Context: an optimization exercise on an open-source flow, tuned for small area, a short achievable clock period and few clock cycles. The choices shown serve that exercise and are no tape-out recipe. Power figures rest on the tool's default switching activity, not on a simulated workload.

Setup of build 33:
==> module cache_data_store, before the edit <==
module cache_data_store
(
    input  logic                                 clk,
    input  logic [cache_geom_pkg::OFFSET_W-1:0]  addr_offset,
    input  logic                                 proc_write,
    input  logic [cache_geom_pkg::WORD_W-1:0]    wdata,
    input  logic                                 fill_we,
    input  logic [cache_geom_pkg::BLOCK_W-1:0]   fill_block,
    output logic [cache_geom_pkg::BLOCK_W-1:0]   line_block
);
    localparam int W = cache_geom_pkg::WORD_W;
    logic [cache_geom_pkg::WORDS_PER_BLOCK-1:0] sel_word;     
    logic [cache_geom_pkg::WORDS_PER_BLOCK-1:0] sel_fill;     
    logic [cache_geom_pkg::BLOCK_W-1:0]         next_block;
    for (genvar k = 0; k < cache_geom_pkg::WORDS_PER_BLOCK; k++)
    begin : g_word
        assign sel_word[k] = proc_write && addr_offset == k;
        assign sel_fill[k] = fill_we && !sel_word[k];
        cache_word_merge u_merge (
            .sel_a (sel_word[k]),
            .a     (wdata),
            .sel_b (sel_fill[k]),
            .b     (fill_block[k*W +: W]),
            .y     (next_block[k*W +: W])
        );
    end
    always_ff @(posedge clk)
    begin
        for (int k = 0; k < cache_geom_pkg::WORDS_PER_BLOCK; k++)
        begin
            if (sel_word[k] || sel_fill[k])
            begin
                line_block[k*W +: W] <= next_block[k*W +: W];
            end
        end
    end
endmodule
==> module cache_word_merge, before the edit <==
module cache_word_merge
(
    input  logic                               sel_a,
    input  logic [cache_geom_pkg::WORD_W-1:0]  a,
    input  logic                               sel_b,
    input  logic [cache_geom_pkg::WORD_W-1:0]  b,
    output logic [cache_geom_pkg::WORD_W-1:0]  y
);
    assign y = ({cache_geom_pkg::WORD_W{sel_a}} & a) | ({cache_geom_pkg::WORD_W{sel_b}} & b);
endmodule
==> module cache_controller, before the edit <==
module cache_controller
(
    input  logic                                     clk,
    input  logic                                     proc_reset,
    input  logic                                     proc_read,
    input  logic                                     proc_write,
    input  logic [cache_geom_pkg::OFFSET_W-1:0]      addr_offset,
    input  logic [3:0]                               match,
    input  logic [3:0]                               match_rd,
    output logic                                     read_n,
    input  logic [cache_geom_pkg::BLOCK_W-1:0]       line_block,
    input  logic [cache_geom_pkg::BLOCK_W-1:0]       mem_rdata,
    input  logic                                     mem_ready,
    output logic                                     fill_we,
    output logic [cache_geom_pkg::WORD_W-1:0]        proc_rdata,
    output logic                                     proc_stall,
    output logic                                     mem_read,
    output logic                                     mem_write,
    output logic [cache_geom_pkg::BLOCK_W-1:0]       mem_wdata
);
    localparam int W = cache_geom_pkg::WORD_W;
    logic line_merged;
    logic hit_n;
    logic req_n;
    logic done_wr;     
    assign read_n  = !proc_read;
    assign req_n   = !(proc_read || proc_write);
    assign done_wr = line_merged && mem_ready;
    cache_gate_nand4v u_hit_n (.a(match), .y(hit_n));
    assign fill_we = mem_ready && hit_n;
    cache_gate_a41oi u_mem_read (.a(match), .b(req_n), .y(mem_read));
    assign mem_write = line_merged;
    assign mem_wdata = line_block;
    always_ff @(posedge clk)
    begin
        if (proc_reset)
        begin
            line_merged <= 1'b0;
        end
        else
        begin
            line_merged <= proc_write && (!hit_n || mem_ready) && !done_wr;
        end
    end
    localparam int NS = 4;
    localparam int SW = W / NS;
    for (genvar sl = 0; sl < NS; sl++)
    begin : g_slice
        logic [cache_geom_pkg::WORDS_PER_BLOCK-1:0]    sel_line;
        logic [cache_geom_pkg::WORDS_PER_BLOCK-1:0]    sel_mem;
        logic [cache_geom_pkg::WORDS_PER_BLOCK*SW-1:0] line_part;
        logic [cache_geom_pkg::WORDS_PER_BLOCK*SW-1:0] mem_part;
        for (genvar k = 0; k < cache_geom_pkg::WORDS_PER_BLOCK; k++)
        begin : g_word
            assign line_part[k*SW +: SW] = line_block[k*W + sl*SW +: SW];
            assign mem_part[k*SW +: SW]  = mem_rdata[k*W + sl*SW +: SW];
        end
        cache_word_decode u_word_decode (
            .addr_offset (addr_offset),
            .mem_ready   (mem_ready),
            .sel_line    (sel_line),
            .sel_mem     (sel_mem)
        );
        cache_word_select #(.SW(SW)) u_word_select (
            .sel_line   (sel_line),
            .sel_mem    (sel_mem),
            .line_block (line_part),
            .mem_rdata  (mem_part),
            .word       (proc_rdata[sl*SW +: SW])
        );
    end
    logic done_mem;
    assign done_mem = mem_ready && (proc_read || line_merged);
    cache_gate_a41oi u_stall (.a(match_rd), .b(done_mem), .y(proc_stall));
endmodule
export LEC_CHECK = 0
export CAP_MARGIN = 20
export CORE_MARGIN = 2
export CORE_UTILIZATION = 45
export CTS_BUF_LIST = sky130_fd_sc_hd__clkbuf_4 sky130_fd_sc_hd__clkbuf_8
export SETUP_SLACK_MARGIN = 2.5
export SLEW_MARGIN = 20
export SYNTH_HIERARCHICAL = 1
create_clock -name core_clock -period 6.0 [get_ports {clk}]
standard.sh (not shown) runs the stock make flow with config.mk's settings and CLKGATE_MAP_FILE= SYNTH_SCRIPT=/design/flow/synth_recipe.tcl, a recipe that flattens the netlist after the stock synthesis.
==> flow/flow/run.sh <==
#!/bin/bash
# standard layout, with plain buf_1 cells as the port buffers, and slow
# low-power inverters and buffer-pairs kept out of timing repair
set -euo pipefail
W=$(pwd)
PLAT_DONT_USE=$(make -s -C "$FLOW_HOME" DESIGN_CONFIG="$W/config.mk" WORK_HOME="$W/orfs" print-DONT_USE_CELLS | sed -n 's/^DONT_USE_CELLS: *//p')
EXTRA="sky130_fd_sc_hd__clkinvlp_2 sky130_fd_sc_hd__clkinvlp_4 sky130_fd_sc_hd__bufbuf_8 sky130_fd_sc_hd__bufbuf_16 sky130_fd_sc_hd__clkdlybuf4s15_1 sky130_fd_sc_hd__clkdlybuf4s15_2 sky130_fd_sc_hd__clkdlybuf4s18_1 sky130_fd_sc_hd__clkdlybuf4s18_2 sky130_fd_sc_hd__clkdlybuf4s25_1 sky130_fd_sc_hd__clkdlybuf4s25_2 sky130_fd_sc_hd__clkdlybuf4s50_1 sky130_fd_sc_hd__clkdlybuf4s50_2"
echo "DONT_USE_CELLS=$PLAT_DONT_USE $EXTRA" > dont_use.log
bash standard.sh finish DONT_USE_CELLS="$PLAT_DONT_USE $EXTRA" BUFFER_PORTS_ARGS="-buffer_cell sky130_fd_sc_hd__buf_1" > standard_flow.log 2>&1
Relative to build 33, the following input files were edited for build 28:
--- a/flow/design.v
+++ b/flow/design.v
@@ -94,42 +94,21 @@
     output logic [cache_geom_pkg::BLOCK_W-1:0]   line_block
 );
     localparam int W = cache_geom_pkg::WORD_W;
-    logic [cache_geom_pkg::WORDS_PER_BLOCK-1:0] sel_word;     
-    logic [cache_geom_pkg::WORDS_PER_BLOCK-1:0] sel_fill;     
-    logic [cache_geom_pkg::BLOCK_W-1:0]         next_block;
-    for (genvar k = 0; k < cache_geom_pkg::WORDS_PER_BLOCK; k++)
-    begin : g_word
-        assign sel_word[k] = proc_write && addr_offset == k;
-        assign sel_fill[k] = fill_we && !sel_word[k];
-        cache_word_merge u_merge (
-            .sel_a (sel_word[k]),
-            .a     (wdata),
-            .sel_b (sel_fill[k]),
-            .b     (fill_block[k*W +: W]),
-            .y     (next_block[k*W +: W])
-        );
-    end
     always_ff @(posedge clk)
     begin
         for (int k = 0; k < cache_geom_pkg::WORDS_PER_BLOCK; k++)
         begin
-            if (sel_word[k] || sel_fill[k])
+            if (proc_write && addr_offset == k)
+            begin
+                line_block[k*W +: W] <= wdata;
+            end
+            else if (fill_we)
             begin
-                line_block[k*W +: W] <= next_block[k*W +: W];
+                line_block[k*W +: W] <= fill_block[k*W +: W];
             end
         end
     end
 endmodule
-module cache_word_merge
-(
-    input  logic                               sel_a,
-    input  logic [cache_geom_pkg::WORD_W-1:0]  a,
-    input  logic                               sel_b,
-    input  logic [cache_geom_pkg::WORD_W-1:0]  b,
-    output logic [cache_geom_pkg::WORD_W-1:0]  y
-);
-    assign y = ({cache_geom_pkg::WORD_W{sel_a}} & a) | ({cache_geom_pkg::WORD_W{sel_b}} & b);
-endmodule
 `timescale 1ns/1ps
 module cache_controller
 (
@@ -175,7 +154,7 @@
             line_merged <= proc_write && (!hit_n || mem_ready) && !done_wr;
         end
     end
-    localparam int NS = 4;
+    localparam int NS = 2;
     localparam int SW = W / NS;
     for (genvar sl = 0; sl < NS; sl++)
     begin : g_slice
Notes after the runs:
| minimum clock period | lower: build 33 |
Build 28 does worse than build 33 on setup slack.
Between build 28 and build 33, the difference in count of boundary I/O pins is negligible.
Compared with build 33, in build 28 sequential group share of total power shrank by 0.2 points, utilization moved up, worst hold slack picked up an extra 23 ps.
Changes observed in build 28 relative to build 33: area growth from synthesis to final layout increased 1.0 points; via count decreased 671; number of standard cells after synthesis decreased 7.1%; portion of total power attributed to combinational logic decreased 1.2 points; clock buffer count decreased 1.
Slowest library cell on the worst path: inv_1 -> build 33, a22oi_1 -> build 28
Compound-cell area share of the yosys netlist: build 28 vs build 33 down 12 points
Sort build 28 and build 33 by final wirelength asc -> top: build 28
Switching share of total power sits lower in build 28 than in build 33.
No functional check of the RTL was part of any run of this note.

## re-timing with driven ports
Ports are ideal in the flow. The routed layouts listed here were re-timed in OpenROAD. Step 1 (the two cells are an assumption about what drives the block):
set clk [get_ports {clk}]
set_driving_cell -lib_cell sky130_fd_sc_hd__clkbuf_16 $clk
set_driving_cell -lib_cell sky130_fd_sc_hd__buf_2 [delete_from_list [all_inputs] $clk]
Step 2, shift: input delay + t, output delay - t, t = (earliest + latest rising clock arrival at the registers) / 2. This alone moves slack from input paths to output paths. a / b / c = ideal / step 1 / step 2; a / b = the first two.
| run | shift t [ns] | slack for setup (ns) | worst setup path at the end |
|---|---|---|---|
| build 33 | 0.497 | 2.515 / 2.472 / 2.365 | input to register |
| build 28 | 0.485 | 2.497 / 2.421 / 2.421 | input to output |
After both steps every run listed still meets setup and hold. For build 33, which loses most, drivers alone change the setup slack by -0.043 ns; drivers and shift together by -0.150 ns.
